Background: an optimization exercise with open tools, aiming at small area. Do not read the settings as production practice.
Where RTL was checked, it was by simulation tests only, not by an equivalence proof against the original.
Function not checked in runs 2 to 4: the RTL went through the layout flow alone.
Power and IR drop assume default switching activity.

## run.sh

```bash
#!/bin/bash
# synth_recipe.tcl (not shown) runs the flow's synth.tcl, then flattens the netlist and writes it again
# the make line also repeats each setting of config.mk as NAME=value (left out here)
make -C /OpenROAD-flow-scripts/flow DESIGN_CONFIG=/design/flow/config.mk WORK_HOME=/design/flow/orfs CLKGATE_MAP_FILE= SYNTH_SCRIPT=/design/flow/synth_recipe.tcl finish
```

## config.mk

```make
export PLATFORM = sky130hd
export DESIGN_NAME = gpr_hilo_wb
export DESIGN_NICKNAME = gpr_hilo_wb
export VERILOG_FILES = /design/flow/design.v
export SDC_FILE = /design/flow/constraint.sdc
export NUM_CORES = 4
export LEC_CHECK = 0
export CAP_MARGIN = 20
export CORE_MARGIN = 2
export CORE_UTILIZATION = 30
export PLACE_DENSITY = 0.45
export SETUP_SLACK_MARGIN = 0.2
export SLEW_MARGIN = 20
```

## constraint.sdc

```tcl
create_clock -name core_clock -period 7.0 [get_ports {clk}]
set_input_delay 1.4000 -clock core_clock [delete_from_list [all_inputs] [get_ports {clk}]]
set_output_delay 1.4000 -clock core_clock [all_outputs]
set_load 0.01 [all_outputs]
```

## design.v

```verilog
module gpr_hilo_wb #(
    parameter int NUM_REGS = 32,
    parameter int CNT_W    = 32
) (
    input  logic             clk,
    input  logic             rst,
    input  logic             wb_wreg,
    input  logic [4:0]       wb_wd,
    input  logic [31:0]      wb_wdata,
    input  logic             wb_whilo,
    input  logic [31:0]      wb_hi,
    input  logic [31:0]      wb_lo,
    input  logic             re1,
    input  logic [4:0]       raddr1,
    output logic [31:0]      rdata1,
    input  logic             re2,
    input  logic [4:0]       raddr2,
    output logic [31:0]      rdata2,
    output logic [31:0]      hi_o,
    output logic [31:0]      lo_o,
    output logic [CNT_W-1:0] retire_cnt
);
    logic [31:0] regs [NUM_REGS];
    logic [31:0] hi_q;
    logic [31:0] lo_q;
    always_ff @(posedge clk or negedge rst) begin
        if (!rst) begin
            for (int i = 0; i < NUM_REGS; i++) begin
                regs[i] <= '0;
            end
        end else if (wb_wreg && (wb_wd != 5'd0)) begin
            regs[wb_wd] <= wb_wdata;
        end
    end
    always_ff @(posedge clk or negedge rst) begin
        if (!rst) begin
            hi_q <= '0;
            lo_q <= '0;
        end else if (wb_whilo) begin
            hi_q <= wb_hi;
            lo_q <= wb_lo;
        end
    end
    always_ff @(posedge clk or negedge rst) begin
        if (!rst) begin
            retire_cnt <= '0;
        end else if (wb_wreg || wb_whilo) begin
            retire_cnt <= retire_cnt + {{(CNT_W-1){1'b0}}, 1'b1};
        end
    end
    always_comb begin
        rdata1 = '0;
        if (!rst || (raddr1 == 5'd0)) begin
            rdata1 = '0;
        end else if (re1 && wb_wreg && (wb_wd == raddr1)) begin
            rdata1 = wb_wdata;
        end else if (re1) begin
            rdata1 = regs[raddr1];
        end
    end
    always_comb begin
        rdata2 = '0;
        if (!rst || (raddr2 == 5'd0)) begin
            rdata2 = '0;
        end else if (re2 && wb_wreg && (wb_wd == raddr2)) begin
            rdata2 = wb_wdata;
        end else if (re2) begin
            rdata2 = regs[raddr2];
        end
    end
    always_comb begin
        hi_o = '0;
        lo_o = '0;
        if (!rst) begin
            hi_o = '0;
            lo_o = '0;
        end else if (wb_whilo) begin
            hi_o = wb_hi;
            lo_o = wb_lo;
        end else begin
            hi_o = hi_q;
            lo_o = lo_q;
        end
    end
endmodule
```

==> parameters.txt, run 1 <==
Parameter                              Value

Logic synthesis
  Synth area leaders    dfrtp_1 (49%), mux2_2 (21%), a22oi_1 (9.1%)
  Fraction of the yosys area taken by sequential cells    0.4897
  Largest family of logic cells by synthesized area    multiplexers
  Async SR Flop Fraction    1.000
  Area leader, netlist    dfrtp_1
  Distinct cell type count of the synthesized netlist    75
  Main flop type after synthesis    dfrtp_1
  Number of register bits inferred by synthesis    1,088
  Post-Synthesis Cell Area    55,590 sq um
  Share of Yosys cell area claimed by the top area cell type    0.4897
  Yosys synthesis warning count    2
  Synthesized-area fraction occupied by and/or/nand/nor cells    0.1139
  Syn Area/Cell    11.57 sq um
  Multiplexer area fraction after synthesis    0.2187
  Net count after synthesis    4,923
  EDFF count, synth    0
  Compound-gate portion of the synthesized area    0.1329
  Synthesized instance count    4,805
  Synth Area in Adders    0.0002251
  XOR/XNOR share of the synthesized area    0.006459

Place
  Number of input and output port buffers inserted    276
  RD Place Congestion    0.9837
  HPWL reported at the end of detailed placement    208,700 microns
  DP Cell Count    7,413

Route
  DR vias/cell    6.629
  Antenna Violating Nets Remaining    0
  Count of routing violations after the opening detailed-route iteration    9,480
  Via total after detailed routing    50.91k
  Length of the first detailed-routing pass in iterations    9
  WL/cell    43.32 microns
  Remaining DRCs    0
  Total wirelength of the detailed-routed design    332,700 microns

Power
  Cell leakage power    29.36 nW
  Power density cells    279.6 nW/um^2
  Worst IR Drop VDD    0.2344 mV

Cells and area
  Layout filler cell count    18.01k
  Post-route insts no fill    7,679
  Leading cell type in the layout, fill and taps excluded    dfrtp_1
  Fraction of final layout cells with drive strength greater than 1    0.3401
  Area added between synthesis and finish    22.32%
  FF+latch area    27,230 sq um
  Total Nets Final    5,207
  Top library cells by usage in the layout, fill and taps aside    dfrtp_1 (1,088), mux2_2 (1,046), a22oi_1 (672)
  Area of the multi-input gates    26,980 sq um

Floorplanning
  Starting utilization of the core area    0.3027
  Die width    434.5 microns
  Core outline area    183,700 sq um
  Die ar.    188,800 sq um
  Die outline height    434.5 microns
  Num ports    277
  Number of rows in the core area    157

Worst hold path
  Worst hold path class    register to register
  Hold Path Cell Cnt    1
  Startpoint of the tightest hold check path    retire_cnt[31]$_DFFE_PN0P_
  Endpoint of the worst hold path    retire_cnt[31]$_DFFE_PN0P_

Global route
  Remaining Overflow, GRT    0
  Initial antenna violation count    39
  Pin count of the biggest net entering global routing    154
  Vias in the first global route    48.92k
  Total routing resource utilization after global routing    0.3446
  First-pass GRT wire length    442,800 microns

Worst setup path
  R2R setup slack    5100 ps
  Worst-path cell with the longest stage delay    nor2_4
  Worst setup path class    input port to primary output
  Worst flop-to-flop path startpoint    retire_cnt[10]$_DFFE_PN0P_
  Worst Path Max Fanout    16
  Highest cell delay on the worst timing path    860 ps
  CP Data Required Time    5600 ps
  Destination of the worst register-to-register timing path    retire_cnt[27]$_DFFE_PN0P_
  Cell Chain, Critical Path    buf_2 -> nand2b_1 -> buf_4 -> nor2_4 -> buf_4 -> a22oi_1 -> nand4_1 -> nor4_1 -> o21ai_1 -> buf_4 -> clkdlybuf4s50_1
  Critical path data arrival time    5460 ps
  Worst setup EP type    primary output
  Crit start category    input port
  Most common cell on crit path    buf_4
  R2R cell count    6

Clock tree
  Number of clock buffers inserted by TritonCTS    133
  Clock sink total    1,088
  Root buffer selected by CTS    clkbuf_16
  Number of levels in the clock H-tree    4
  Resized cells post-CTS    0
  Buffers from clock root to sink, at most    3
  TritonCTS clock tree    yes
  Number of post-CTS setup repair buffers    0
  Number of hold buffers added after cts    0
  Clock latency (worst-skew pair)    830 ps
  CTS clock-pin slew for the worst setup and hold paths    60 ps

STA
  Total negative setup slack    0 ps
  Final period demand of the worst path    6864 ps
  Period Utilization, post-route    0.9806
  Highest clock rate    145.7 MHz
  Slew at the pin closest to its max-slew limit    1302 ps
  Total of endpoints with negative setup slack in the final report    0
  Slew Limit Headroom    0.1301
  Clk_skew    18.84 ps
  Final Hold Vio Count    0
  Pins Over Slew Limit    0
  RSZ-0062 raised after global routing    false

Outcome
  Result of the run  timing/DRC/antenna clean

Run
  Count of maximum capacitance violations    0
[Yosys cell counts (22+ instances only)]
cell,number
a2111oi_0,79
a21oi_1,30
a221oi_1,23
a22oi_1,672
a32oi_1,22
and2_1,70
and3_1,279
buf_1,47
buf_2,177
clkbuf_1,230
dfrtp_1,1088
mux2_1,22
mux2_2,1046
nand2_1,174
nand2b_1,26
nand3_1,126
nand4_1,167
nor2_1,90
nor3_1,24
nor4_1,58
o21ai_0,46
o21ai_1,39
[worst max-delay path: cells and delay by family]
kind / cells / cell delay (ps)
buffers and inverters: 5 / 1890
and+or+nand+nor: 4 / 1420
AOI/OAI and AO/OA: 2 / 700
[power by group]
part | switching, mW | total (mW) | internal, mW
registers | 1.31 | 8.78 | 7.47
logic | 1.41 | 2.79 | 1.38
clock network | 3.09 | 7.44 | 4.36
total | 5.81 | 19.0 | 13.2
[worst max-delay path by stage]
stage,from,end
floorplan,raddr1[0],rdata1[29]
global placement,raddr2[4],rdata2[0]
detailed placement,raddr2[4],rdata2[0]
CTS,raddr2[4],rdata2[0]
global route,wb_wd[3],rdata2[0]
finish,raddr2[4],rdata2[0]
[layout make-up]
type	count	area share
timing repair buffer	622	0.08821
inverter	8	0.0004416
multi-input combinational	3236	0.3968
antenna	16	0.0005888
clock buffer	198	0.05816
tap	2464	0.04534
sequential	1088	0.4004
clock inverter	47	0.01012
[registers in the layout (all words and copies together), names as in the netlist]
signal,cells
hi_q,32
lo_q,32
regs,992
retire_cnt,32
[per-stage QoR]
step	hold slack [ps]	util	power, mW	instance area (sq um)	setup slack [ps]
after floorplan	466.6	-	9.826	55590	2563
after global placement	456.0	0.3438	11.47	63150	419.3
after detailed placement	456.5	0.3443	11.52	63240	401.8
after CTS	468.3	0.3696	18.94	67880	396.2
after global routing	491.0	0.3701	19.55	67970	281.7
final	464.8	0.3702	19.01	68000	136.1
[routing by layer]
layer | share of wire | track usage | vias up
li1 | - | - | 18962
met1 | 0.38 | 0.4402 | 26104
met2 | 0.41 | 0.4943 | 4485
met3 | 0.12 | 0.1055 | 1346
met4 | 0.083 | 0.2425 | 10
met5 | 0.00019 | 0 | -
[logic make-up after synthesis]
| kind of cell | after synthesis |
|---|---|
| DFF | 1088 |
| and+or+nand+nor | 1125 |
| adders and majority gates | 1 |
| buffers and inverters | 481 |
| muxes | 1081 |
| xor gates and xnor gates | 41 |
| AOI/OAI and AO/OA | 988 |
==> run 2: changes to the inputs <==
==> design.v (replaced) <==
module gpr_aoi222 (
    input  logic a0, b0, a1, b1, a2, b2,
    output logic y
);
    assign y = ~((a0 & b0) | (a1 & b1) | (a2 & b2));
endmodule
module gpr_nand2 (
    input  logic a, b,
    output logic y
);
    assign y = ~(a & b);
endmodule
module gpr_nor12n (
    input  logic [11:0] n,
    output logic        y
);
    assign y = ~&n;
endmodule
module gpr_rd_bit (
    input  logic [31:0] sel,
    input  logic [31:0] d,
    output logic        y
);
    logic [11:0] t;
    for (genvar g = 0; g < 10; g++) begin : g_aoi
        gpr_aoi222 u (
            .a0(sel[3*g]),   .b0(d[3*g]),
            .a1(sel[3*g+1]), .b1(d[3*g+1]),
            .a2(sel[3*g+2]), .b2(d[3*g+2]),
            .y(t[g])
        );
    end
    gpr_nand2 u_n30 (.a(sel[30]), .b(d[30]), .y(t[10]));
    gpr_nand2 u_n31 (.a(sel[31]), .b(d[31]), .y(t[11]));
    gpr_nor12n u_or (.n(t), .y(y));
endmodule
module gpr_hilo_wb #(
    parameter int NUM_REGS = 32,
    parameter int CNT_W    = 32
) (
    input  logic             clk,
    input  logic             rst,
    input  logic             wb_wreg,
    input  logic [4:0]       wb_wd,
    input  logic [31:0]      wb_wdata,
    input  logic             wb_whilo,
    input  logic [31:0]      wb_hi,
    input  logic [31:0]      wb_lo,
    input  logic             re1,
    input  logic [4:0]       raddr1,
    output logic [31:0]      rdata1,
    input  logic             re2,
    input  logic [4:0]       raddr2,
    output logic [31:0]      rdata2,
    output logic [31:0]      hi_o,
    output logic [31:0]      lo_o,
    output logic [CNT_W-1:0] retire_cnt
);
    logic [31:0]         regs [1:NUM_REGS-1];
    logic [NUM_REGS-1:1] valid;
    logic [NUM_REGS-1:1] we;
    logic [NUM_REGS-1:1] rd_ok;
    logic [31:0]         sel1, sel2;
    logic                hilo_valid;
    logic [31:0]         hi_q, lo_q;
    logic [31:0]         hi_m, lo_m;
    always_comb begin
        for (int i = 1; i < NUM_REGS; i++) begin
            we[i] = wb_wreg && (wb_wd == i[4:0]);
        end
    end
    always_ff @(posedge clk) begin
        for (int i = 1; i < NUM_REGS; i++) begin
            if (we[i]) regs[i] <= wb_wdata;
        end
    end
    always_ff @(posedge clk or negedge rst) begin
        if (!rst) valid <= '0;
        else      valid <= valid | we;
    end
    always_ff @(posedge clk or negedge rst) begin
        if (!rst) retire_cnt <= '0;
        else      retire_cnt <= retire_cnt + {{(CNT_W-1){1'b0}}, (wb_wreg | wb_whilo)};
    end
    logic en1, en2;
    assign en1 = rst && re1;
    assign en2 = rst && re2;
    always_comb begin
        for (int i = 1; i < NUM_REGS; i++) begin
            rd_ok[i]  = valid[i] && !we[i];
            sel1[i-1] = en1 && (raddr1 == i[4:0]) && rd_ok[i];
            sel2[i-1] = en2 && (raddr2 == i[4:0]) && rd_ok[i];
        end
        sel1[31] = en1 && wb_wreg && (raddr1 != 5'd0) && (wb_wd == raddr1);
        sel2[31] = en2 && wb_wreg && (raddr2 != 5'd0) && (wb_wd == raddr2);
    end
    for (genvar b = 0; b < 32; b++) begin : g_rd
        logic [31:0] col;
        for (genvar i = 1; i < NUM_REGS; i++) begin : g_col
            assign col[i-1] = regs[i][b];
        end
        assign col[31] = wb_wdata[b];
        gpr_rd_bit u_rd1 (.sel(sel1), .d(col), .y(rdata1[b]));
        gpr_rd_bit u_rd2 (.sel(sel2), .d(col), .y(rdata2[b]));
    end
    assign hi_m = wb_whilo ? wb_hi : hi_q;
    assign lo_m = wb_whilo ? wb_lo : lo_q;
    always_ff @(posedge clk) begin
        hi_q <= hi_m;
        lo_q <= lo_m;
    end
    always_ff @(posedge clk or negedge rst) begin
        if (!rst) hilo_valid <= 1'b0;
        else      hilo_valid <= hilo_valid | wb_whilo;
    end
    logic hilo_en;
    assign hilo_en = rst && (wb_whilo || hilo_valid);
    assign hi_o = {32{hilo_en}} & hi_m;
    assign lo_o = {32{hilo_en}} & lo_m;
endmodule
--- a/config.mk
+++ b/config.mk
@@ -13 +13,2 @@
 export SLEW_MARGIN = 20
+export SYNTH_HIERARCHICAL = 1
==> run 2 against run 1 <==
  * Die area fell by 20%
  * Largest cell class unchanged
  * Still clean
  * First-iteration DRC count decreased by 26%
  * Register-to-register slack got worse by 20 ps
==> parameters.txt, run 2 <==
Parameter                              Value

Logic synthesis
  Number of register bits inferred by synthesis    1,120
  Synthesized instance count    2,642
  Commonest cells in the synthesized netlist    edfxtp_1 (992), a222oi_1 (640), nand4_1 (202)
  Share of Yosys cell area claimed by the top area cell type    0.6714
  Async SR Flop Fraction    0.05714
  Area leader, netlist    edfxtp_1
  Distinct cell type count of the synthesized netlist    32
  Main flop type after synthesis    edfxtp_1
  Syn Area/Cell    16.79 sq um
  Net count after synthesis    2,762
  Fraction of the yosys area taken by sequential cells    0.7364
  EDFF count, synth    992
  Yosys synthesis warning count    8
  Synth area leaders    edfxtp_1 (67%), a222oi_1 (14%), dfrtp_1 (3.6%)
  Post-Synthesis Cell Area    44,370 sq um
  Most common cell in the netlist    edfxtp_1

Worst setup path
  Worst setup EP type    primary output
  Worst-path cell with the longest stage delay    clkdlybuf4s50_1
  Highest cell delay on the worst timing path    700 ps
  Worst Path Max Fanout    20
  Worst setup path class    input port to primary output
  Worst flop-to-flop path startpoint    retire_cnt[0]$_DFF_PN0_
  Crit start category    input port
  R2R setup slack    5080 ps
  Critical path data arrival time    5380 ps
  CP Data Required Time    5600 ps
  Destination of the worst register-to-register timing path    retire_cnt[25]$_DFF_PN0_
  Cell Chain, Critical Path    clkdlybuf4s50_1 -> nor4bb_2 -> buf_4 -> nand2_1 -> nand2_1 -> nor3_4 -> buf_12 -> a222oi_1 -> nand4_1 -> or3_1 -> clkdlybuf4s50_1
  R2R cell count    5

STA
  RSZ-0062 raised after global routing    true
  Highest clock rate    147.4 MHz
  Total negative setup slack    0 ps
  Final period demand of the worst path    6785 ps
  Clk_skew    27.22 ps
  Slew at the pin closest to its max-slew limit    1173 ps
  Total of endpoints with negative setup slack in the final report    0
  Pins Over Slew Limit    0
  Slew Limit Headroom    0.2183
  Period Utilization, post-route    0.9693
  Final Hold Vio Count    0

Route
  Via total after detailed routing    33.89k
  Total wirelength of the detailed-routed design    184,900 microns
  Wire length on met3    23,020 microns
  Met1 wire length    71,900 microns
  WL/cell    35.51 microns
  Length of the first detailed-routing pass in iterations    13
  Highest routed metal layer    met5
  Count of routing violations after the opening detailed-route iteration    7,028
  Antenna Violating Nets Remaining    0
  Remaining DRCs    0
  WL met2    81,160 microns
  DR vias/cell    6.508

Clock tree
  Root buffer selected by CTS    clkbuf_16
  TritonCTS clock tree    yes
  Number of post-CTS setup repair buffers    0
  CTS clock-pin slew for the worst setup and hold paths    60 ps
  Number of levels in the clock H-tree    3
  Clock latency (worst-skew pair)    730 ps
  Number of clock buffers inserted by TritonCTS    118
  Clock sink total    1,120
  Buffers from clock root to sink, at most    3

Place
  DP Cell Count    4,984
  RD Place Congestion    0.8952
  Number of input and output port buffers inserted    276
  HPWL reported at the end of detailed placement    109,100 microns

Floorplanning
  Core outline area    147,300 sq um
  Num ports    277
  Die width    388.6 microns
  Die ar.    151,000 sq um
  Starting utilization of the core area    0.3012
  Number of rows in the core area    141
  Die outline height    388.6 microns

Run
  Count of maximum capacitance violations    0

Cells and area
  Post-route insts no fill    5,208
  Area added between synthesis and finish    25.35%
  Register name with the most flops    regs
  Flip-flop count of the largest register, all copies and words added    992
  Leading cell type in the layout, fill and taps excluded    edfxtp_1
  Fraction of final layout cells with drive strength greater than 1    0.1666
  Top library cells by usage in the layout, fill and taps aside    edfxtp_1 (992), a222oi_1 (640), clkdlybuf4s50_1 (273)
  Total Nets Final    3,295
  Layout filler cell count    13.62k

Power
  Power density cells    263.4 nW/um^2
  Cell leakage power    17.87 nW
  Worst IR Drop VDD    0.2046 mV

Global route
  Initial antenna violation count    7
  Remaining Overflow, GRT    0
  First-pass GRT wire length    254,200 microns
  Total routing resource utilization after global routing    0.2347
  Pin count of the biggest net entering global routing    66
  Vias in the first global route    33.26k

Worst hold path
  Hold Path Cell Cnt    1
  Startpoint of the tightest hold check path    lo_q[4]$_DFF_P_
  Worst hold path class    register to register
  Endpoint of the worst hold path    lo_q[4]$_DFF_P_

Outcome
  Result of the run  timing/DRC/antenna clean
==> run 2: layout make-up <==
| cell class | instances | area [sq um] | share of cell area |
|---|---|---|---|
| clock buffer | 146 | 3109 | 0.05591 |
| multi-input combinational | 1477 | 12080 | 0.2171 |
| sequential | 1120 | 32670 | 0.5875 |
| antenna | 1 | 2.502 | 0.00004500 |
| clock inverter | 76 | 704.4 | 0.01267 |
| inverter | 10 | 42.54 | 0.0007649 |
| tap | 1930 | 2415 | 0.04342 |
| timing repair buffer | 448 | 4594 | 0.08261 |
==> run 2: power by group <==
group | total (mW) | leakage [nW] | switching [mW] | internal (mW)
Sequential | 7.54 | 10.3 | 0.0998 | 7.44
Combinational | 0.887 | 5.74 | 0.522 | 0.365
Clock | 6.22 | 1.86 | 2.72 | 3.50
Total | 14.6 | 17.9 | 3.35 | 11.3
==> run 2: how the worst max path moves through the flow <==
stage               slack [ps]  startpoint  cells past startpoint    endpoint
floorplan                  550   raddr1[3]                      7   rdata1[0]
global placement           320    wb_wd[4]                     12  rdata1[16]
detailed placement         330    wb_wd[1]                     10   rdata2[2]
CTS                        280    wb_wd[2]                     11  rdata1[13]
global route               160    wb_wd[2]                     11  rdata2[23]
finish                     220    wb_wd[2]                     11  rdata2[23]
==> run 2: logic make-up after synthesis <==
family,Yosys count,share of synthesized area
adder cells (fa/ha/maj),3,0.0008461
multiplexers,64,0.01624
buffers and inverters,45,0.004061
AO/OA/AOI/OAI,667,0.1478
flip-flops,1120,0.7364
AND/OR/NAND/NOR,705,0.08720
XOR/XNOR,38,0.007501
==> run 2: per-layer routing <==
layer / GRT usage / vias to the layer above
met2: 0.3551 / 2842
met4: 0.1051 / 4
met5: 0 / -
met3: 0.05342 / 402
li1: - / 13440
met1: 0.3213 / 17206
==> run 2: worst max-delay path: cells and delay by family <==
kind / cells / cell delay [ps]
AOI/OAI and AO/OA: 1 / 410
and+or+nand+nor: 6 / 1870
buffers and inverters: 4 / 1660
==> run 2: stage by stage <==
step	instance area [sq um]	setup WS, ps	hold slack (ps)	util	total power, mW
5_1_grt	55610	160.2	478.8	0.3775	15.09
2_1_floorplan	44370	552.3	432.4	-	7.968
6_report	55610	215.1	469.1	0.3775	14.65
3_5_place_dp	51750	332.1	448.0	0.3513	8.565
4_1_cts	55570	283.4	462.8	0.3772	14.75
3_3_place_gp	51700	321.2	445.8	0.3510	8.541
==> run 2: per-module statistics from Yosys (local to each module, per instance), a selection <==
| module | cells | cell area, sq um | flip-flops and latches | copies in the design |
|---|---|---|---|---|
| gpr_nand2 | 1 | 3.754 | 0 | 128 |
| gpr_hilo_wb | 1618 | 35880 | 1120 | 1 |
| gpr_nor12n | 4 | 25.02 | 0 | 64 |
| gpr_aoi222 | 1 | 10.01 | 0 | 640 |
==> run 2: timing repair <==
action | 4_1_cts | 5_1_grt
hold buffers | 0 | 0
setup endpoints to repair | 0 | 9
resized for setup | 0 | 4
endpoints found under the hold margin | 0 | 0
==> run 3: changes to the inputs <==
==> flow/run.sh (new file) <==
#!/bin/bash
# Standard ORFS layout with two changes: ports are buffered with the smallest
# buffer, and clock tree synthesis uses larger sink clusters of mid-size
# clock buffers without dummy loads. Each tool's output goes to its own log
# (ORFS also keeps per-step logs under orfs/logs/).
set -euo pipefail
export BUFFER_PORTS_ARGS="-buffer_cell sky130_fd_sc_hd__buf_1"
export CTS_ARGS="-sink_clustering_enable -repair_clock_nets -dont_use_dummy_load -buf_list sky130_fd_sc_hd__clkbuf_8 -sink_clustering_size 16 -sink_clustering_max_diameter 50"
bash standard.sh finish > standard_flow.log 2>&1
==> standard.sh (new file) <==
#!/bin/bash
# synth_recipe.tcl (not shown) runs the flow's synth.tcl, then flattens the netlist and writes it again
# the make line also repeats each setting of config.mk as NAME=value (left out here)
make -C /OpenROAD-flow-scripts/flow DESIGN_CONFIG=/design/flow/config.mk WORK_HOME=/design/flow/orfs CLKGATE_MAP_FILE= SYNTH_SCRIPT=/design/flow/synth_recipe.tcl "${@:-finish}"
--- a/config.mk
+++ b/config.mk
@@ -7,3 +7,3 @@
 export LEC_CHECK = 0
-export CAP_MARGIN = 20
+export CAP_MARGIN = 0
 export CORE_MARGIN = 2
@@ -11,4 +11,4 @@
 export PLACE_DENSITY = 0.45
-export SETUP_SLACK_MARGIN = 0.2
-export SLEW_MARGIN = 20
+export SETUP_SLACK_MARGIN = 0
+export SLEW_MARGIN = 0
 export SYNTH_HIERARCHICAL = 1
removed: run.sh
==> run 3 against run 2 <==
  * Critical path depth is 2 lower
  * Still clean
  * Maximum frequency is 3.4% higher
  * Largest power group unchanged
  * Final area is 8.5% lower
  * Non-clock buffer count is 34 lower
  * Critical endpoint is now rdata2[31]
  * Via count is 0.44% lower
  * Power is 19% lower
  * Sequential power hardly changed
==> parameters.txt, run 3 <==
Parameter                              Value

Floorplanning
  Die ar.    151,000 sq um
  Core outline area    147,300 sq um
  Die width    388.6 microns
  Num ports    277
  Die outline height    388.6 microns
  Starting utilization of the core area    0.3012
  Number of rows in the core area    141

Clock tree
  TritonCTS clock tree    yes
  Number of levels in the clock H-tree    3
  Resized cells post-CTS    0
  Buffers from clock root to sink, at most    3
  Number of hold buffers added after cts    0
  CTS clock-pin slew for the worst setup and hold paths    80 ps
  Number of clock buffers inserted by TritonCTS    117
  Root buffer selected by CTS    clkbuf_8
  Number of post-CTS setup repair buffers    0
  Clock latency (worst-skew pair)    860 ps
  Clock sink total    1,120

Route
  Count of routing violations after the opening detailed-route iteration    6,986
  WL/cell    37.63 microns
  Via total after detailed routing    33.75k
  Antenna Violating Nets Remaining    0
  Remaining DRCs    0
  Total wirelength of the detailed-routed design    191,000 microns
  DR vias/cell    6.648
  Length of the first detailed-routing pass in iterations    10

Place
  Number of input and output port buffers inserted    276
  RD Place Congestion    0.9219
  HPWL reported at the end of detailed placement    106,500 microns

STA
  Clk_skew    74.94 ps
  Final period demand of the worst path    6559 ps
  RSZ-0062 raised after global routing    false
  Slew at the pin closest to its max-slew limit    1331 ps
  Pins Over Slew Limit    0
  Slew Limit Headroom    0.1078
  Highest clock rate    152.5 MHz
  Final Hold Vio Count    0
  Period Utilization, post-route    0.9370
  Total negative setup slack    0 ps
  Total of endpoints with negative setup slack in the final report    0
  Final-layout worst hold slack    464.5 ps

Power
  Power density cells    233.9 nW/um^2
  Worst IR Drop VDD    0.1453 mV
  Overall power of the completed layout    11.91 mW
  Cell leakage power    15.84 nW

Logic synthesis
  Async SR Flop Fraction    0.05714
  EDFF count, synth    992
  Distinct cell type count of the synthesized netlist    32
  Share of Yosys cell area claimed by the top area cell type    0.6714
  Area leader, netlist    edfxtp_1
  Most common cell in the netlist    edfxtp_1
  Post-Synthesis Cell Area    44,370 sq um
  Commonest cells in the synthesized netlist    edfxtp_1 (992), a222oi_1 (640), nand4_1 (202)
  Yosys synthesis warning count    8
  Net count after synthesis    2,762
  Synth area leaders    edfxtp_1 (67%), a222oi_1 (14%), dfrtp_1 (3.6%)
  Number of register bits inferred by synthesis    1,120
  Syn Area/Cell    16.79 sq um
  Main flop type after synthesis    edfxtp_1
  Synthesized instance count    2,642
  Fraction of the yosys area taken by sequential cells    0.7364

Global route
  Initial antenna violation count    8
  First-pass GRT wire length    259,700 microns
  Vias in the first global route    33.35k
  Remaining Overflow, GRT    0
  Pin count of the biggest net entering global routing    66
  Total routing resource utilization after global routing    0.2428

Cells and area
  FF+latch area    32,670 sq um
  Register name with the most flops    regs
  Area of the multi-input gates    12,030 sq um
  Layout filler cell count    14.11k
  Leading cell type in the layout, fill and taps excluded    edfxtp_1
  Flip-flop count of the largest register, all copies and words added    992
  Fraction of final layout cells with drive strength greater than 1    0.1437
  Area added between synthesis and finish    14.74%
  Top library cells by usage in the layout, fill and taps aside    edfxtp_1 (992), a222oi_1 (640), buf_1 (273)
  Total Nets Final    3,260

Worst setup path
  Worst flop-to-flop path startpoint    retire_cnt[0]$_DFF_PN0_
  Critical path data arrival time    5160 ps
  Worst Setup SP    wb_wd[1]
  CP Data Required Time    5600 ps
  Worst setup EP type    primary output
  R2R cell count    6
  Worst Path Max Fanout    32
  Worst setup path class    input port to primary output
  Crit start category    input port

Worst hold path
  Hold Path Cell Cnt    1
  Startpoint of the tightest hold check path    valid[20]$_DFF_PN0_
  Worst hold path class    register to register

Run
  Count of maximum capacitance violations    0

Outcome
  Result of the run  timing/DRC/antenna clean
==> run 3: through the flow <==
stage	util	instance area (sq um)	instances	worst slack, ps
finish	0.3456	50910	5076	440.8
global route	0.3455	50890	5070	419.6
CTS	0.3454	50890	5068	574.1
detailed placement	0.3345	49280	4951	595.7
global placement	0.3345	49280	4951	622.3
floorplan	-	44370	2642	552.3
==> run 3: worst max-delay path, stage by stage <==
cell      delay (ps)
buf_1            340
nand2_1          490
o21ai_0          590
nor3_2           100
buf_4            370
a222oi_1         960
nand4_1          200
or3_1            510
buf_1            180
==> run 3: power breakdown <==
part | switching [mW] | internal, mW | total (mW)
logic | 0.514 | 0.217 | 0.731
clock network | 2.17 | 1.47 | 3.64
registers | 0.0967 | 7.44 | 7.53
total | 2.78 | 9.12 | 11.9
==> run 3: layout make-up <==
type	count	area share
Sequential cell	1120	0.6418
Multi-Input combinational cell	1477	0.2362
Tap cell	1930	0.04744
Timing Repair Buffer	414	0.04181
Clock buffer	117	0.03163
Inverter	10	0.0007373
Antenna cell	8	0.0003932
==> run 3: logic make-up (layout without fill, tap and decap cells) <==
family,count (synthesis),count (layout),share of synthesized area
flops,1120,1120,0.7364
mux,64,64,0.01624
fa+ha+maj,3,3,0.0008461
compound gates,667,667,0.1478
other cells,0,8,0
xor+xnor,38,38,0.007501
buf+inv,45,541,0.004061
simple gates,705,705,0.08720
==> run 3: path summary, 6_finish.rpt <==
| check | end | slack [ps] |
|---|---|---|
| max in group asynchronous | valid[22]$_DFF_PN0_ | 4980 |
| max reg2reg | retire_cnt[30]$_DFF_PN0_ | 5070 |
| min | valid[20]$_DFF_PN0_ | 460 |
| min in group asynchronous | valid[7]$_DFF_PN0_ | 470 |
| max | rdata2[31] | 440 |
| min reg2reg | valid[20]$_DFF_PN0_ | 460 |
==> run 3: modules after synthesis, one instance, submodules excluded, excerpt <==
| module | flops+latches | area [sq um] | cells | copies in the design |
|---|---|---|---|---|
| gpr_aoi222 | 0 | 10.01 | 1 | 640 |
| gpr_hilo_wb | 1120 | 35880 | 1618 | 1 |
| gpr_nand2 | 0 | 3.754 | 1 | 128 |
| gpr_nor12n | 0 | 25.02 | 4 | 64 |
==> run 3: metal layers <==
metal / vias up / GRT usage / share of wire
met1: 17315 / 0.3249 / 0.39
li1: 13224 / - / -
met4: 4 / 0.1145 / 0.052
met5: - / 0 / 0.00014
met3: 502 / 0.05611 / 0.12
met2: 2701 / 0.3725 / 0.44
==> run 4: changes to the inputs <==
--- a/flow/run.sh
+++ b/flow/run.sh
@@ -7,3 +7,3 @@
 export BUFFER_PORTS_ARGS="-buffer_cell sky130_fd_sc_hd__buf_1"
-export CTS_ARGS="-sink_clustering_enable -repair_clock_nets -dont_use_dummy_load -buf_list sky130_fd_sc_hd__clkbuf_8 -sink_clustering_size 16 -sink_clustering_max_diameter 50"
+export CTS_ARGS="-sink_clustering_enable -repair_clock_nets -dont_use_dummy_load -buf_list sky130_fd_sc_hd__clkbuf_16 -sink_clustering_size 30 -sink_clustering_max_diameter 70"
 bash standard.sh finish > standard_flow.log 2>&1
==> run 4 against run 3 <==
  * Synthesized cell count did not move
  * Final cell count fell by 0.61%
  * Sequential share of layout area fell by 0.70 points
  * Critical path type unchanged
  * Flip-flop and latch count did not move
  * Still clean on timing, DRC and antenna
  * Non-clock buffer count did not move
  * Global-route usage fell by 0.069 points
  * Largest cell class unchanged
  * Core utilization rose by 0.38 points
  * Register-to-register slack improved by 20 ps
==> parameters.txt, run 4 <==
Parameter                              Value

Clock tree
  Number of clock buffers inserted by TritonCTS    87
  Buffers from clock root to sink, at most    3
  Number of levels in the clock H-tree    3
  Resized cells post-CTS    0
  Clock latency (worst-skew pair)    700 ps
  TritonCTS clock tree    yes
  Number of hold buffers added after cts    0
  Root buffer selected by CTS    clkbuf_16
  Clock sink total    1,120
  Number of post-CTS setup repair buffers    0
  CTS clock-pin slew for the worst setup and hold paths    50 ps

STA
  Clk_skew    52.42 ps
  Final Hold Vio Count    0
  Period Utilization, post-route    0.9310
  Total of endpoints with negative setup slack in the final report    0
  Total negative setup slack    0 ps
  Final period demand of the worst path    6517 ps
  Highest clock rate    153.4 MHz
  Slew Limit Headroom    0.08047
  RSZ-0062 raised after global routing    false
  Pins Over Slew Limit    0
  Slew at the pin closest to its max-slew limit    1372 ps

Logic synthesis
  Commonest cells in the synthesized netlist    edfxtp_1 (992), a222oi_1 (640), nand4_1 (202)
  Fraction of the yosys area taken by sequential cells    0.7364
  Number of register bits inferred by synthesis    1,120
  Main flop type after synthesis    edfxtp_1
  Post-Synthesis Cell Area    44,370 sq um
  Net count after synthesis    2,762
  Synth area leaders    edfxtp_1 (67%), a222oi_1 (14%), dfrtp_1 (3.6%)
  Yosys synthesis warning count    8
  EDFF count, synth    992
  Synthesized instance count    2,642
  Async SR Flop Fraction    0.05714
  Syn Area/Cell    16.79 sq um
  Area leader, netlist    edfxtp_1
  Share of Yosys cell area claimed by the top area cell type    0.6714
  Most common cell in the netlist    edfxtp_1
  Distinct cell type count of the synthesized netlist    32

Cells and area
  Leading cell type in the layout, fill and taps excluded    edfxtp_1
  Flip-flop count of the largest register, all copies and words added    992
  Post-route insts no fill    5,045
  Area added between synthesis and finish    16.01%
  Fraction of final layout cells with drive strength greater than 1    0.1355
  Final Util    0.3494
  Total Nets Final    3,230
  Register name with the most flops    regs
  Layout filler cell count    14.03k
  Top library cells by usage in the layout, fill and taps aside    edfxtp_1 (992), a222oi_1 (640), buf_1 (273)
  Area of the multi-input gates    12,030 sq um
  FF+latch area    32,670 sq um

Worst setup path
  Worst setup path class    input port to primary output
  Worst Path Max Fanout    32
  Worst setup EP type    primary output
  Critical path buffer and inverter count    3
  Most common cell on crit path    buf_1
  Cell Chain, Critical Path    buf_1 -> nand2_1 -> o21ai_0 -> nor3_2 -> buf_4 -> a222oi_1 -> nand4_1 -> or3_1 -> buf_1
  Gate family responsible for the most delay along the worst path    compound AO/OA/AOI/OAI gates
  Critical path data arrival time    5120 ps
  CP Data Required Time    5600 ps
  Highest cell delay on the worst timing path    870 ps
  Worst-path cell with the longest stage delay    a222oi_1
  Crit start category    input port

Place
  HPWL reported at the end of detailed placement    106,500 microns
  RD Place Congestion    0.9219
  Number of input and output port buffers inserted    276
  DP Cell Count    4,951

Power
  Cell leakage power    16.07 nW
  Worst IR Drop VDD    0.1686 mV
  Power density cells    246.9 nW/um^2

Route
  Total wirelength of the detailed-routed design    190,600 microns
  Remaining DRCs    0
  Via total after detailed routing    33.62k
  Length of the first detailed-routing pass in iterations    13
  Count of routing violations after the opening detailed-route iteration    7,180
  WL/cell    37.78 microns
  DR vias/cell    6.664
  Antenna Violating Nets Remaining    0

Worst hold path
  Worst hold path class    register to register

Global route
  Remaining Overflow, GRT    0
  First-pass GRT wire length    258,900 microns
  Pin count of the biggest net entering global routing    66
  Total routing resource utilization after global routing    0.2421
  Initial antenna violation count    7
  Vias in the first global route    33.00k

Floorplanning
  Starting utilization of the core area    0.3012
  Number of rows in the core area    141
  Die outline height    388.6 microns
  Num ports    277
  Die width    388.6 microns
  Core outline area    147,300 sq um
  Die ar.    151,000 sq um

Outcome
  Result of the run  timing/DRC/antenna clean

Run
  Count of maximum capacitance violations    0
==> run 4: final timing paths <==
path	slack (ps)	cells past startpoint	endpoint	from
min	470	1	valid[20]$_DFF_PN0_	valid[20]$_DFF_PN0_
max	480	9	rdata2[11]	wb_wd[1]
min reg2reg	470	1	valid[20]$_DFF_PN0_	valid[20]$_DFF_PN0_
max in group asynchronous	4860	3	retire_cnt[27]$_DFF_PN0_	rst
min in group asynchronous	620	1	valid[7]$_DFF_PN0_	rst
max reg2reg	5090	5	retire_cnt[25]$_DFF_PN0_	retire_cnt[0]$_DFF_PN0_
==> run 4: routing by layer <==
metal,global-route usage,vias to the layer above,share of wire
li1,-,13195,-
met1,0.3274,17181,0.39
met2,0.3746,2763,0.45
met3,0.05210,479,0.12
met4,0.1051,4,0.047
met5,0,-,0.00015
==> run 4: where the power goes <==
part	leakage, nW	total [mW]	internal, mW	switching (mW)
clock network	1.07	4.45	2.19	2.26
logic	4.73	0.730	0.217	0.513
registers	10.3	7.53	7.44	0.0970
total	16.1	12.7	9.84	2.87
==> run 4: cell families after synthesis <==
family                   count (synthesis)  synth area share
multiplexers                            64           0.01624
buffers and inverters                   45          0.004061
flip-flops                            1120            0.7364
XOR/XNOR                                38          0.007501
adder cells (fa/ha/maj)                  3         0.0008461
AND/OR/NAND/NOR                        705           0.08720
AO/OA/AOI/OAI                          667            0.1478
==> run 4: per-stage QoR <==
step	power [mW]	worst slack [ps]	hold WS, ps	cell area (sq um)
floorplan	7.968	552.3	432.4	44370
global placement	8.382	622.3	445.8	49280
detailed placement	8.406	595.7	451.7	49280
CTS	12.77	574.3	462.2	51450
global route	13.07	439.0	472.5	51460
finish	12.71	482.9	467.0	51470
==> run 4: area by class of cell <==
class / count / area share
repair buffers: 414 / 0.04135
inverters: 10 / 0.0007293
well taps: 1930 / 0.04692
clock buffers: 87 / 0.04230
flip-flops and latches: 1120 / 0.6347
multi-input cells: 1477 / 0.2336
diodes: 7 / 0.0003403
==> run 4: worst reg2reg max path, delay by kind of cell (launching register included) <==
kind          cells  cell delay (ps)
flops             1              400
fa+ha+maj         1              210
simple gates      3              940
xor+xnor          1              180
==> run 4: Yosys stat by module (local to each module, per instance), excerpt <==
| module | flip-flops and latches | area (sq um) | cells | copies in the design |
|---|---|---|---|---|
| gpr_aoi222 | 0 | 10.01 | 1 | 640 |
| gpr_hilo_wb | 1120 | 35880 | 1618 | 1 |
| gpr_nand2 | 0 | 3.754 | 1 | 128 |
| gpr_nor12n | 0 | 25.02 | 4 | 64 |
==> run 5: changes to the inputs <==
--- a/design.v
+++ b/design.v
@@ -61,3 +61,2 @@
     logic [NUM_REGS-1:1] we;
-    logic [NUM_REGS-1:1] rd_ok;
     logic [31:0]         sel1, sel2;
@@ -66,6 +65,8 @@
     logic [31:0]         hi_m, lo_m;
+    logic [3:0] wpa;
+    logic [7:0] wpb;
     always_comb begin
-        for (int i = 1; i < NUM_REGS; i++) begin
-            we[i] = wb_wreg && (wb_wd == i[4:0]);
-        end
+        for (int k = 0; k < 4; k++) wpa[k] = (wb_wd[1:0] == k[1:0]);
+        for (int m = 0; m < 8; m++) wpb[m] = wb_wreg && (wb_wd[4:2] == m[2:0]);
+        for (int i = 1; i < NUM_REGS; i++) we[i] = wpa[i%4] && wpb[i/4];
     end
@@ -84,13 +85,24 @@
     end
-    logic en1, en2;
-    assign en1 = rst && re1;
-    assign en2 = rst && re2;
+    logic hit1, hit2, en1, en2;
+    assign hit1 = wb_wreg && (raddr1 != 5'd0) && (wb_wd == raddr1);
+    assign hit2 = wb_wreg && (raddr2 != 5'd0) && (wb_wd == raddr2);
+    assign en1  = rst && re1 && !hit1;
+    assign en2  = rst && re2 && !hit2;
+    logic [3:0] pa1, pa2;
+    logic [7:0] pb1, pb2;
     always_comb begin
+        for (int k = 0; k < 4; k++) begin
+            pa1[k] = (raddr1[1:0] == k[1:0]);
+            pa2[k] = (raddr2[1:0] == k[1:0]);
+        end
+        for (int m = 0; m < 8; m++) begin
+            pb1[m] = en1 && (raddr1[4:2] == m[2:0]);
+            pb2[m] = en2 && (raddr2[4:2] == m[2:0]);
+        end
         for (int i = 1; i < NUM_REGS; i++) begin
-            rd_ok[i]  = valid[i] && !we[i];
-            sel1[i-1] = en1 && (raddr1 == i[4:0]) && rd_ok[i];
-            sel2[i-1] = en2 && (raddr2 == i[4:0]) && rd_ok[i];
+            sel1[i-1] = pa1[i%4] && pb1[i/4] && valid[i];
+            sel2[i-1] = pa2[i%4] && pb2[i/4] && valid[i];
         end
-        sel1[31] = en1 && wb_wreg && (raddr1 != 5'd0) && (wb_wd == raddr1);
-        sel2[31] = en2 && wb_wreg && (raddr2 != 5'd0) && (wb_wd == raddr2);
+        sel1[31] = rst && re1 && hit1;
+        sel2[31] = rst && re2 && hit2;
     end
--- a/flow/run.sh
+++ b/flow/run.sh
@@ -7,3 +7,3 @@
 export BUFFER_PORTS_ARGS="-buffer_cell sky130_fd_sc_hd__buf_1"
-export CTS_ARGS="-sink_clustering_enable -repair_clock_nets -dont_use_dummy_load -buf_list sky130_fd_sc_hd__clkbuf_16 -sink_clustering_size 30 -sink_clustering_max_diameter 70"
+export CTS_ARGS="-sink_clustering_enable -repair_clock_nets -dont_use_dummy_load -buf_list sky130_fd_sc_hd__clkbuf_8 -sink_clustering_size 18 -sink_clustering_max_diameter 60"
 bash standard.sh finish > standard_flow.log 2>&1
--- a/config.mk
+++ b/config.mk
@@ -9,4 +9,4 @@
 export CORE_MARGIN = 2
-export CORE_UTILIZATION = 30
-export PLACE_DENSITY = 0.45
+export CORE_UTILIZATION = 40
+export PLACE_DENSITY = 0.55
 export SETUP_SLACK_MARGIN = 0
==> run 5 against run 4 <==
  * Final area is 3.2% lower
  * Register-to-register slack improved by 20 ps
  * Non-clock buffer count is 2 higher
  * Synthesized cell count is 1.9% lower
  * Clock power is 25% lower
  * Power fell by 9.6%
  * Via count is 3.4% lower
  * Final cell count decreased by 9.6%
  * Critical path type unchanged
  * Maximum frequency up 3.8%
  * Critical path depth grew 1
==> parameters.txt, run 5 <==
Parameter                              Value

Floorplanning
  Die outline height    336.9 microns
  Die width    336.9 microns
  Starting utilization of the core area    0.4017
  Core outline area    110,400 sq um
  Number of rows in the core area    122
  Die ar.    113,500 sq um
  Num ports    277

Clock tree
  Resized cells post-CTS    0
  TritonCTS clock tree    yes
  Clock latency (worst-skew pair)    800 ps
  Number of hold buffers added after cts    0
  Root buffer selected by CTS    clkbuf_8
  Number of levels in the clock H-tree    3
  Buffers from clock root to sink, at most    3
  CTS clock-pin slew for the worst setup and hold paths    70 ps
  Clock sink total    1,120
  Number of clock buffers inserted by TritonCTS    98
  Number of post-CTS setup repair buffers    0

Cells and area
  Area added between synthesis and finish    12.35%
  Total Nets Final    3,191
  Final Util    0.4513
  Register name with the most flops    regs
  Top library cells by usage in the layout, fill and taps aside    edfxtp_1 (992), a222oi_1 (640), buf_1 (274)
  Fraction of final layout cells with drive strength greater than 1    0.1244
  Leading cell type in the layout, fill and taps excluded    edfxtp_1
  Flip-flop count of the largest register, all copies and words added    992
  Design Area, Final    49,810 sq um

Route
  Total wirelength of the detailed-routed design    163,300 microns
  Length of the first detailed-routing pass in iterations    12
  DR vias/cell    7.121
  Antenna Violating Nets Remaining    0
  WL/cell    35.80 microns
  Count of routing violations after the opening detailed-route iteration    7,062
  Via total after detailed routing    32.48k
  Remaining DRCs    0

Logic synthesis
  Distinct cell type count of the synthesized netlist    39
  Async SR Flop Fraction    0.05714
  Share of Yosys cell area claimed by the top area cell type    0.6719
  Number of register bits inferred by synthesis    1,120
  Main flop type after synthesis    edfxtp_1
  Yosys synthesis warning count    8
  Fraction of the yosys area taken by sequential cells    0.7369
  Net count after synthesis    2,712
  EDFF count, synth    992
  Post-Synthesis Cell Area    44,330 sq um
  Synthesized instance count    2,593
  Commonest cells in the synthesized netlist    edfxtp_1 (992), a222oi_1 (640), nand4_1 (198)
  Syn Area/Cell    17.10 sq um
  Most common cell in the netlist    edfxtp_1
  Synth area leaders    edfxtp_1 (67%), a222oi_1 (14%), dfrtp_1 (3.6%)
  Area leader, netlist    edfxtp_1

Worst setup path
  Most common cell on crit path    buf_1
  Cell Chain, Critical Path    buf_1 -> nor3_1 -> nand2_1 -> a31oi_1 -> and3_2 -> buf_12 -> a222oi_1 -> nand4_1 -> or3_1 -> buf_1
  Worst setup EP type    primary output
  Highest cell delay on the worst timing path    820 ps
  Crit start category    input port
  Worst-path cell with the longest stage delay    a31oi_1
  CP Data Required Time    5600 ps
  Worst Path Max Fanout    17
  Worst setup path class    input port to primary output
  Critical path data arrival time    4880 ps

STA
  Slew Limit Headroom    0.1385
  Pins Over Slew Limit    0
  Total of endpoints with negative setup slack in the final report    0
  Slew at the pin closest to its max-slew limit    1292 ps
  Period Utilization, post-route    0.8969
  RSZ-0062 raised after global routing    false
  Highest clock rate    159.3 MHz
  Final Hold Vio Count    0
  Final period demand of the worst path    6279 ps
  Final critical-path setup slack    721.4 ps
  Clk_skew    94.18 ps
  Total negative setup slack    0 ps

Power
  Power density cells    230.8 nW/um^2
  Worst IR Drop VDD    0.1539 mV
  Overall power of the completed layout    11.49 mW
  Cell leakage power    15.91 nW

Outcome
  Result of the run  timing/DRC/antenna clean

Place
  Number of input and output port buffers inserted    276
  Placement-stage cell area    48,450 sq um
  Setup slack after placement    848.4 ps
  HPWL reported at the end of detailed placement    92,480 microns
  RD Place Congestion    0.9301

Run
  Count of maximum capacitance violations    0

Global route
  Total routing resource utilization after global routing    0.2790
  Vias in the first global route    32.63k
  Remaining Overflow, GRT    0
  First-pass GRT wire length    227,600 microns
  Initial antenna violation count    3
  Pin count of the biggest net entering global routing    67

Worst hold path
  Worst hold path class    register to register
run 5: cell families after synthesis:
family | count (synthesis) | share of synthesized area
buffers and inverters | 44 | 0.004572
flip-flops | 1120 | 0.7369
XOR/XNOR | 40 | 0.007902
AO/OA/AOI/OAI | 647 | 0.1471
multiplexers | 64 | 0.01626
AND/OR/NAND/NOR | 676 | 0.08667
adder cells (fa/ha/maj) | 2 | 0.0005644
run 5: modules after synthesis, one instance, submodules excluded, a selection:
module	cells inside	cell area (sq um)
gpr_hilo_wb	1569	35850
gpr_nor12n	4	25.02
gpr_aoi222	1	10.01
gpr_nand2	1	3.754
run 5: final timing paths:
path                                    startpoint                  endpoint  slack (ps)  depth (start not counted)
max                                      raddr1[4]                rdata1[15]         720                         10
max in group asynchronous                      rst   retire_cnt[2]$_DFF_PN0_        4930                          3
min in group asynchronous                      rst       valid[30]$_DFF_PN0_         610                          1
min                               lo_q[11]$_DFF_P_          lo_q[11]$_DFF_P_         470                          1
min reg2reg                       lo_q[11]$_DFF_P_          lo_q[11]$_DFF_P_         470                          1
max reg2reg                retire_cnt[0]$_DFF_PN0_  retire_cnt[28]$_DFF_PN0_        5110                          6
run 5: worst max-delay path: cells and delay by family:
family | cells | cell delay, ps
AO/OA/AOI/OAI | 2 | 910
AND/OR/NAND/NOR | 5 | 1940
buffers and inverters | 3 | 610
run 5: per-stage QoR:
step	hold WS, ps	cells
global placement	452.4	4460
floorplan	444.9	2593
finish	470.4	4561
detailed placement	457.7	4460
CTS	473.4	4558
global route	482.6	4560
run 5: cell type report:
class,instances,area (sq um)
sequential,1120,32670
fill,9693,60550
tap,1488,1862
multi-input combinational,1429,11700
inverter,7,26.28
antenna,3,7.507
timing repair buffer,416,2192
clock buffer,98,1349
run 5: metal layers:
layer  global-route usage  wire, microns
met1               0.3719          59960
met3              0.06988          22720
met5                    0              0
met2               0.4267          72390
met4               0.1356           8202
run 5: report_power, final:
part           internal (mW)  switching (mW)  total [mW]  leakage (nW)
clock network           1.24            2.07        3.32         0.705
registers               7.43          0.0909        7.52          10.3
logic                  0.210           0.442       0.652          4.96
==> run 6: changes to the inputs <==
--- a/flow/run.sh
+++ b/flow/run.sh
@@ -7,3 +7,3 @@
 export BUFFER_PORTS_ARGS="-buffer_cell sky130_fd_sc_hd__buf_1"
-export CTS_ARGS="-sink_clustering_enable -repair_clock_nets -dont_use_dummy_load -buf_list sky130_fd_sc_hd__clkbuf_8 -sink_clustering_size 18 -sink_clustering_max_diameter 60"
+export CTS_ARGS="-sink_clustering_enable -repair_clock_nets -dont_use_dummy_load -buf_list sky130_fd_sc_hd__clkbuf_8 -sink_clustering_size 16 -sink_clustering_max_diameter 50"
 bash standard.sh finish > standard_flow.log 2>&1
--- a/config.mk
+++ b/config.mk
@@ -9,4 +9,4 @@
 export CORE_MARGIN = 2
-export CORE_UTILIZATION = 40
-export PLACE_DENSITY = 0.55
+export CORE_UTILIZATION = 30
+export PLACE_DENSITY = 0.45
 export SETUP_SLACK_MARGIN = 0
==> run 6 against run 5 <==
  * Synthesized cell count did not move
  * Die area increased by 33%
  * Critical endpoint is now rdata1[3]
  * Critical path type unchanged
  * Setup slack got worse by 430 ps
  * Global-route usage is 5.0 points lower
==> parameters.txt, run 6 <==
Parameter                              Value

Route
  DR vias/cell    6.594
  Length of the first detailed-routing pass in iterations    13
  Count of routing violations after the opening detailed-route iteration    7,109
  WL/cell    35.66 microns
  Remaining DRCs    0
  Total wirelength of the detailed-routed design    179,400 microns
  Via total after detailed routing    33.17k
  Antenna Violating Nets Remaining    0

Worst setup path
  Critical path data arrival time    5310 ps
  R2R setup slack    5120 ps
  Number of stages on the worst setup path    9
  Worst Path Max Fanout    32
  Most common cell on crit path    buf_1
  R2R cell count    6
  Destination of the worst register-to-register timing path    retire_cnt[26]$_DFF_PN0_
  Gate family responsible for the most delay along the worst path    simple AND/OR/NAND/NOR gates
  Crit start category    input port
  Worst-path cell with the longest stage delay    and3_2
  Highest cell delay on the worst timing path    1140 ps
  CP Data Required Time    5600 ps
  Critical path buffer and inverter count    2
  Worst flop-to-flop path startpoint    retire_cnt[0]$_DFF_PN0_
  Worst setup path class    input port to primary output
  Worst setup EP type    primary output
  Cell Chain, Critical Path    buf_1 -> nor3_1 -> nand2_1 -> a31oi_1 -> and3_2 -> a222oi_1 -> nand4_1 -> or3_1 -> buf_1

Cells and area
  Design Area, Final    50,860 sq um
  Flip-flop count of the largest register, all copies and words added    992
  FF+latch area    32,670 sq um
  Area added between synthesis and finish    14.72%
  Leading cell type in the layout, fill and taps excluded    edfxtp_1
  Area of the multi-input gates    11,780 sq um
  Register name with the most flops    regs
  Fraction of final layout cells with drive strength greater than 1    0.1515
  Layout filler cell count    14.08k
  Total Nets Final    3,217
  Top library cells by usage in the layout, fill and taps aside    edfxtp_1 (992), a222oi_1 (640), buf_1 (274)
  Final Util    0.3453

Logic synthesis
  Yosys synthesis warning count    8
  Synthesized-area fraction occupied by and/or/nand/nor cells    0.08667
  Synthesized instance count    2,593
  Net count after synthesis    2,712
  EDFF count, synth    992
  Syn Area/Cell    17.10 sq um
  Post-Synthesis Cell Area    44,330 sq um
  Distinct cell type count of the synthesized netlist    39
  Largest family of logic cells by synthesized area    compound AO/OA/AOI/OAI gates
  Most common cell in the netlist    edfxtp_1
  Number of register bits inferred by synthesis    1,120
  Share of Yosys cell area claimed by the top area cell type    0.6719
  Multiplexer area fraction after synthesis    0.01626
  Area leader, netlist    edfxtp_1
  Commonest cells in the synthesized netlist    edfxtp_1 (992), a222oi_1 (640), nand4_1 (198)
  Async SR Flop Fraction    0.05714
  Compound-gate portion of the synthesized area    0.1471
  Synth area leaders    edfxtp_1 (67%), a222oi_1 (14%), dfrtp_1 (3.6%)
  XOR/XNOR share of the synthesized area    0.007902
  Synth Area in Adders    0.0005644
  Main flop type after synthesis    edfxtp_1
  Fraction of the yosys area taken by sequential cells    0.7369

Power
  Power share of the combinational group    0.056
  Switching pwr    2.748 mW
  Worst IR Drop VDD    0.1457 mV
  Net switching share of the total power    0.2306
  Cell internal power dissipation    9.166 mW
  Power density cells    234.2 nW/um^2
  Cell leakage power    16.09 nW
  Overall power of the completed layout    11.91 mW
  Clock Power Share    0.312
  Flop pwr share    0.632

STA
  Pins Over Slew Limit    0
  Period Utilization, post-route    0.9580
  Total of endpoints with negative setup slack in the final report    0
  Slew at the pin closest to its max-slew limit    1296 ps
  Final Hold Vio Count    0
  Clk_skew    29.90 ps
  RSZ-0062 raised after global routing    false
  Final period demand of the worst path    6706 ps
  Final-layout worst hold slack    467.0 ps
  Total negative setup slack    0 ps
  Highest clock rate    149.1 MHz
  Slew Limit Headroom    0.1362

Global route
  Vias in the first global route    33.00k
  Pin count of the biggest net entering global routing    88
  Remaining Overflow, GRT    0
  First-pass GRT wire length    247,300 microns
  Initial antenna violation count    5
  Total routing resource utilization after global routing    0.2285

Floorplanning
  Starting utilization of the core area    0.3010
  Die outline height    388.4 microns
  Number of rows in the core area    141
  Die width    388.4 microns
  Core outline area    147,300 sq um
  Num ports    277
  Die ar.    150,900 sq um

Clock tree
  Number of clock buffers inserted by TritonCTS    121
  Number of post-CTS setup repair buffers    0
  Buffers from clock root to sink, at most    3
  Number of levels in the clock H-tree    3
  Resized cells post-CTS    0
  Root buffer selected by CTS    clkbuf_8
  TritonCTS clock tree    yes
  Clock latency (worst-skew pair)    850 ps
  Number of hold buffers added after cts    0
  CTS clock-pin slew for the worst setup and hold paths    50 ps
  Clock sink total    1,120

Run
  Count of maximum capacitance violations    0

Worst hold path
  Startpoint of the tightest hold check path    hi_q[31]$_DFF_P_
  Hold Path Cell Cnt    1
  Worst hold path class    register to register
  Endpoint of the worst hold path    hi_q[31]$_DFF_P_

Place
  RD Place Congestion    0.8545
  Number of input and output port buffers inserted    276
  HPWL reported at the end of detailed placement    110,100 microns
  Placement-stage cell area    49,180 sq um

Outcome
  Result of the run  timing/DRC/antenna clean
run 6: through the flow:
stage / instances / setup slack (ps)
2_1_floorplan: 2593 / 1996
3_3_place_gp: 4905 / 612.9
3_5_place_dp: 4905 / 532.1
4_1_cts: 5026 / 514.8
5_1_grt: 5027 / 261.2
6_report: 5031 / 294.0
run 6: kinds of logic after synthesis:
kind of cell    count (synthesis)
mux                            64
fa+ha+maj                       2
simple gates                  676
buf+inv                        44
xor+xnor                       40
compound gates                647
flops                        1120
run 6: layout make-up:
class	count	area share
Inverter	7	0.0005166
Tap cell	1930	0.04748
Sequential cell	1120	0.6424
Antenna cell	5	0.0002460
Multi-Input combinational cell	1429	0.2316
Clock buffer	121	0.03274
Timing Repair Buffer	419	0.04502
run 6: how the worst max path moves through the flow:
stage | startpoint | end
after CTS | raddr1[4] | rdata1[3]
after global routing | raddr1[4] | rdata1[30]
after detailed placement | raddr1[4] | rdata1[3]
after global placement | raddr1[4] | rdata1[30]
after floorplan | wb_wd[3] | rdata1[0]
final | raddr1[4] | rdata1[3]
run 6: power by group through the flow:
stage | logic [mW] | clock network [mW] | registers (mW)
floorplan | 0.284 | 0 | 7.66
global placement | 0.655 | 0 | 7.66
detailed placement | 0.670 | 0 | 7.67
CTS | 0.671 | 3.80 | 7.53
global route | 0.716 | 4.04 | 7.55
finish | 0.669 | 3.71 | 7.53
run 6: per-module statistics from Yosys, one instance, submodules excluded, a selection:
module	copies in the design	flops+latches	cell area (sq um)
gpr_hilo_wb	1	1120	35850
gpr_aoi222	640	0	10.01
gpr_nor12n	64	0	25.02
gpr_nand2	128	0	3.754
run 6: routing by layer:
| metal | GRT usage | share of wire | vias to the layer above |
|---|---|---|---|
| met4 | 0.09423 | 0.045 | 0 |
| met2 | 0.3458 | 0.44 | 2741 |
| met3 | 0.06327 | 0.13 | 388 |
| met5 | 0.001595 | 0 | - |
| li1 | - | - | 13088 |
| met1 | 0.3084 | 0.39 | 16955 |
run 6: worst register-to-register path, cell delays in order, from the launching register on:
cell and delay, ps:
dfrtp_1 360, ha_1 170, ha_1 180, and2_1 220
nand4_2 330, nor3_1 350, xor2_1 210
==> run 7: changes to the inputs <==
==> flow/run.sh (replaced) <==
#!/bin/bash
# Standard ORFS layout with these changes: ports are buffered with the
# smallest buffer; before repair_design, each high-fanout net's driver is
# replaced by a stronger cell of the same function; clock tree synthesis
# uses larger sink clusters of mid-size clock buffers without dummy loads.
# ORFS keeps each step's full log under orfs/logs/; make's output goes to
# standard_flow.log.
set -euo pipefail
here=$(pwd)
export BUFFER_PORTS_ARGS="-buffer_cell sky130_fd_sc_hd__buf_1"
export PRE_GLOBAL_PLACE_TCL="$here/flow/pre_gpl.tcl"
export PRE_RESIZE_TCL="$here/flow/upsize_hf.tcl"
export CTS_ARGS="-sink_clustering_enable -repair_clock_nets -dont_use_dummy_load -buf_list sky130_fd_sc_hd__clkbuf_8 -sink_clustering_size 18 -sink_clustering_max_diameter 60"
bash standard.sh finish > standard_flow.log 2>&1
==> flow/pre_gpl.tcl (new file) <==
# Remove synthesis buffers before placement, as the standard flow does when
# placement is timing-driven.
remove_buffers
==> flow/upsize_hf.tcl (new file) <==
# Drive each high-fanout net from one stronger cell of the same function
# (a drive-strength change only), instead of leaving repair_design to add
# buffer trees after a weak driver.
set upsized 0
foreach net [get_nets *] {
  set loads [get_pins -quiet -of_objects $net -filter "direction == input"]
  set n [llength $loads]
  if { $n < 12 } { continue }
  set drv [get_pins -quiet -of_objects $net -filter "direction == output"]
  if { [llength $drv] != 1 } { continue }
  set inst [get_cells -of_objects $drv]
  set master [get_property $inst ref_name]
  if { [regexp {__(df|edf|sdf|dl|clk|conb)} $master] } { continue }
  if { ![regexp {^(sky130_fd_sc_hd__\w+)_(\d+)$} $master -> base ds] } { continue }
  if { $n >= 24 } { set want {4 2} } else { set want {2} }
  foreach s $want {
    if { $s <= $ds } { break }
    set lc [get_lib_cells -quiet "*/${base}_$s"]
    if { [llength $lc] == 1 } {
      replace_cell $inst $lc
      incr upsized
      break
    }
  }
}
puts "upsize_hf: upsized $upsized high-fanout drivers"
--- a/config.mk
+++ b/config.mk
@@ -7,8 +7,9 @@
 export LEC_CHECK = 0
-export CAP_MARGIN = 0
+export CAP_MARGIN = 10
 export CORE_MARGIN = 2
-export CORE_UTILIZATION = 30
-export PLACE_DENSITY = 0.45
+export CORE_UTILIZATION = 40
+export GPL_TIMING_DRIVEN = 0
+export PLACE_DENSITY = 0.55
 export SETUP_SLACK_MARGIN = 0
-export SLEW_MARGIN = 0
+export SLEW_MARGIN = 10
 export SYNTH_HIERARCHICAL = 1
==> run 7 against run 6 <==
  * Highest routed layer is now met5
  * Still clean
  * Sequential power hardly changed
  * Largest power group unchanged
  * Flip-flop and latch count unchanged
  * Maximum frequency decreased by 1.2%
  * Final cell count is 12% lower
==> parameters.txt, run 7 <==
Parameter                              Value

Logic synthesis
  XOR/XNOR share of the synthesized area    0.007902
  Net count after synthesis    2,712
  Synthesized-area fraction occupied by and/or/nand/nor cells    0.08667
  Distinct cell type count of the synthesized netlist    39
  Multiplexer area fraction after synthesis    0.01626
  Main flop type after synthesis    edfxtp_1
  Syn Area/Cell    17.10 sq um
  Fraction of the yosys area taken by sequential cells    0.7369
  Yosys synthesis warning count    8
  Share of Yosys cell area claimed by the top area cell type    0.6719
  Commonest cells in the synthesized netlist    edfxtp_1 (992), a222oi_1 (640), nand4_1 (198)
  Largest family of logic cells by synthesized area    compound AO/OA/AOI/OAI gates
  Synth area leaders    edfxtp_1 (67%), a222oi_1 (14%), dfrtp_1 (3.6%)
  Compound-gate portion of the synthesized area    0.1471
  Area leader, netlist    edfxtp_1
  Most common cell in the netlist    edfxtp_1
  Number of register bits inferred by synthesis    1,120
  Synth Area in Adders    0.0005644
  Post-Synthesis Cell Area    44,330 sq um
  Async SR Flop Fraction    0.05714
  Synthesized instance count    2,593
  EDFF count, synth    992

Route
  Antenna Violating Nets Remaining    0
  DR vias/cell    7.204
  Count of routing violations after the opening detailed-route iteration    7,582
  Total wirelength of the detailed-routed design    158,900 microns
  Via total after detailed routing    32.06k
  Remaining DRCs    0
  Length of the first detailed-routing pass in iterations    13
  WL/cell    35.72 microns

Global route
  Initial antenna violation count    7
  Remaining Overflow, GRT    0
  Total routing resource utilization after global routing    0.2700
  Vias in the first global route    31.52k
  First-pass GRT wire length    218,700 microns
  Pin count of the biggest net entering global routing    132

STA
  Final critical-path setup slack    215.8 ps
  Final-layout worst hold slack    471.1 ps
  Slew Limit Headroom    0.09200
  Period Utilization, post-route    0.9692
  Slew at the pin closest to its max-slew limit    1362 ps
  Total negative setup slack    0 ps
  RSZ-0062 raised after global routing    false
  Clk_skew    16.27 ps
  Final Hold Vio Count    0
  Final period demand of the worst path    6784 ps
  Pins Over Slew Limit    0
  Total of endpoints with negative setup slack in the final report    0
  Highest clock rate    147.4 MHz

Clock tree
  Clock latency (worst-skew pair)    740 ps
  Buffers from clock root to sink, at most    3
  Number of post-CTS setup repair buffers    0
  Clock sink total    1,120
  CTS clock-pin slew for the worst setup and hold paths    30 ps
  Number of clock buffers inserted by TritonCTS    93
  Root buffer selected by CTS    clkbuf_8
  TritonCTS clock tree    yes
  Number of levels in the clock H-tree    3

Worst setup path
  Worst setup EP type    primary output
  Destination of the worst register-to-register timing path    retire_cnt[22]$_DFF_PN0_
  Worst Path Max Fanout    131
  Cell Chain, Critical Path    buf_6 -> nand2_1 -> a2111oi_4 -> and3_4 -> a222oi_1 -> nand4_1 -> or3_1 -> buf_1
  Worst-path cell with the longest stage delay    a2111oi_4
  R2R setup slack    5180 ps
  Worst flop-to-flop path startpoint    retire_cnt[0]$_DFF_PN0_
  R2R cell count    6
  Critical path data arrival time    5380 ps
  Worst Setup SP    rst
  CP Data Required Time    5600 ps
  Worst setup path class    input port to primary output
  Crit start category    input port
  Highest cell delay on the worst timing path    950 ps

Place
  DP Cell Count    4,348
  Number of input and output port buffers inserted    276
  RD Place Congestion    0.8969
  HPWL reported at the end of detailed placement    93,680 microns
  Setup slack after placement    -69.65 ps

Floorplanning
  Die outline height    336.9 microns
  Die ar.    113,500 sq um
  Die width    336.9 microns
  Number of rows in the core area    122
  Num ports    277
  Core outline area    110,400 sq um
  Starting utilization of the core area    0.4017

Outcome
  Result of the run  timing/DRC/antenna clean

Cells and area
  Post-route insts no fill    4,450
  Fraction of final layout cells with drive strength greater than 1    0.1231
  Area added between synthesis and finish    12.14%
  Layout filler cell count    9,575
  Total Nets Final    3,079
  Leading cell type in the layout, fill and taps excluded    edfxtp_1
  Top library cells by usage in the layout, fill and taps aside    edfxtp_1 (992), a222oi_1 (640), buf_1 (242)
  Register name with the most flops    regs
  Flip-flop count of the largest register, all copies and words added    992

Worst hold path
  Startpoint of the tightest hold check path    hi_q[31]$_DFF_P_
  Endpoint of the worst hold path    hi_q[31]$_DFF_P_
  Worst hold path class    register to register
  Hold Path Cell Cnt    1

Power
  Power density cells    229.3 nW/um^2
  Cell leakage power    15.47 nW
  Overall power of the completed layout    11.40 mW
  Worst IR Drop VDD    0.1718 mV

Run
  Count of maximum capacitance violations    0
-- run 7: cell counts after synthesis --
Identical to the previous run, type by type.
-- run 7: repair_timing --
item / in CTS / in global routing
setup endpoints to repair: 24 / 0
hold buffers: 0 / 0
hold endpoints to repair: 0 / 0
gates resized for setup: 2 / 0
-- run 7: how the worst max path moves through the flow --
| stage | endpoint | slack (ps) | cells past startpoint |
|---|---|---|---|
| 2_1_floorplan | rdata1[0] | 2000 | 8 |
| 3_5_place_dp | rdata2[2] | -70 | 8 |
| 3_3_place_gp | rdata1[2] | -4740 | 8 |
| 4_1_cts | rdata1[19] | 340 | 8 |
| 5_1_grt | rdata1[2] | 40 | 8 |
| 6_report | rdata1[18] | 220 | 8 |
-- run 7: metal layers --
| metal | vias up | global-route usage | wire length [microns] |
|---|---|---|---|
| li1 | 12811 | - | - |
| met1 | 16080 | 0.3613 | 57830 |
| met2 | 2791 | 0.4025 | 69150 |
| met3 | 376 | 0.07897 | 23770 |
| met4 | 2 | 0.1320 | 8033 |
| met5 | - | 0 | 160 |
-- run 7: cell families after synthesis --
logic type	count (synthesis)
simple gates	676
mux	64
xor+xnor	40
buf+inv	44
compound gates	647
fa+ha+maj	2
flops	1120
-- run 7: critical path: cells and delay by family --
kind | cells | cell delay [ps]
simple gates | 4 | 1880
buf+inv | 2 | 870
compound gates | 2 | 1160
-- run 7: cell type report --
| type | instances | area (sq um) | area share |
|---|---|---|---|
| diodes | 4 | 10.01 | 0.0002013 |
| clock buffers | 93 | 1280 | 0.02574 |
| inverters | 7 | 26.28 | 0.0005285 |
| multi-input cells | 1429 | 11970 | 0.2408 |
| flip-flops and latches | 1120 | 32670 | 0.6571 |
| well taps | 1488 | 1862 | 0.03745 |
| repair buffers | 309 | 1896 | 0.03813 |
-- run 7: per-module statistics from Yosys, one instance, submodules excluded, excerpt --
module	flip-flops and latches	cell area [sq um]	copies in the design
gpr_nand2	0	3.754	128
gpr_hilo_wb	1120	35850	1
gpr_nor12n	0	25.02	64
gpr_aoi222	0	10.01	640
-- run 7: through the flow --
step | area, sq um | utilization
2_1_floorplan | 44330 | -
3_3_place_gp | 47060 | 0.4264
3_5_place_dp | 48310 | 0.4377
4_1_cts | 49600 | 0.4494
5_1_grt | 49720 | 0.4505
6_report | 49720 | 0.4505
-- run 7: report_power, final --
part,total [mW],switching [mW],leakage [nW],internal [mW]
sequential,7.53,0.0961,10.3,7.43
combinational,0.642,0.433,4.55,0.209
clock,3.23,2.04,0.669,1.18
total,11.4,2.57,15.5,8.82

Re-timed with assumed drivers on the ports (clkbuf_16 on the clock, buf_2 on other inputs), run 7 has 0.177 ns of setup slack against 0.216 ns with ideal ports, and 0.177 ns once port delays also move by the mid clock arrival of 0.810 ns.
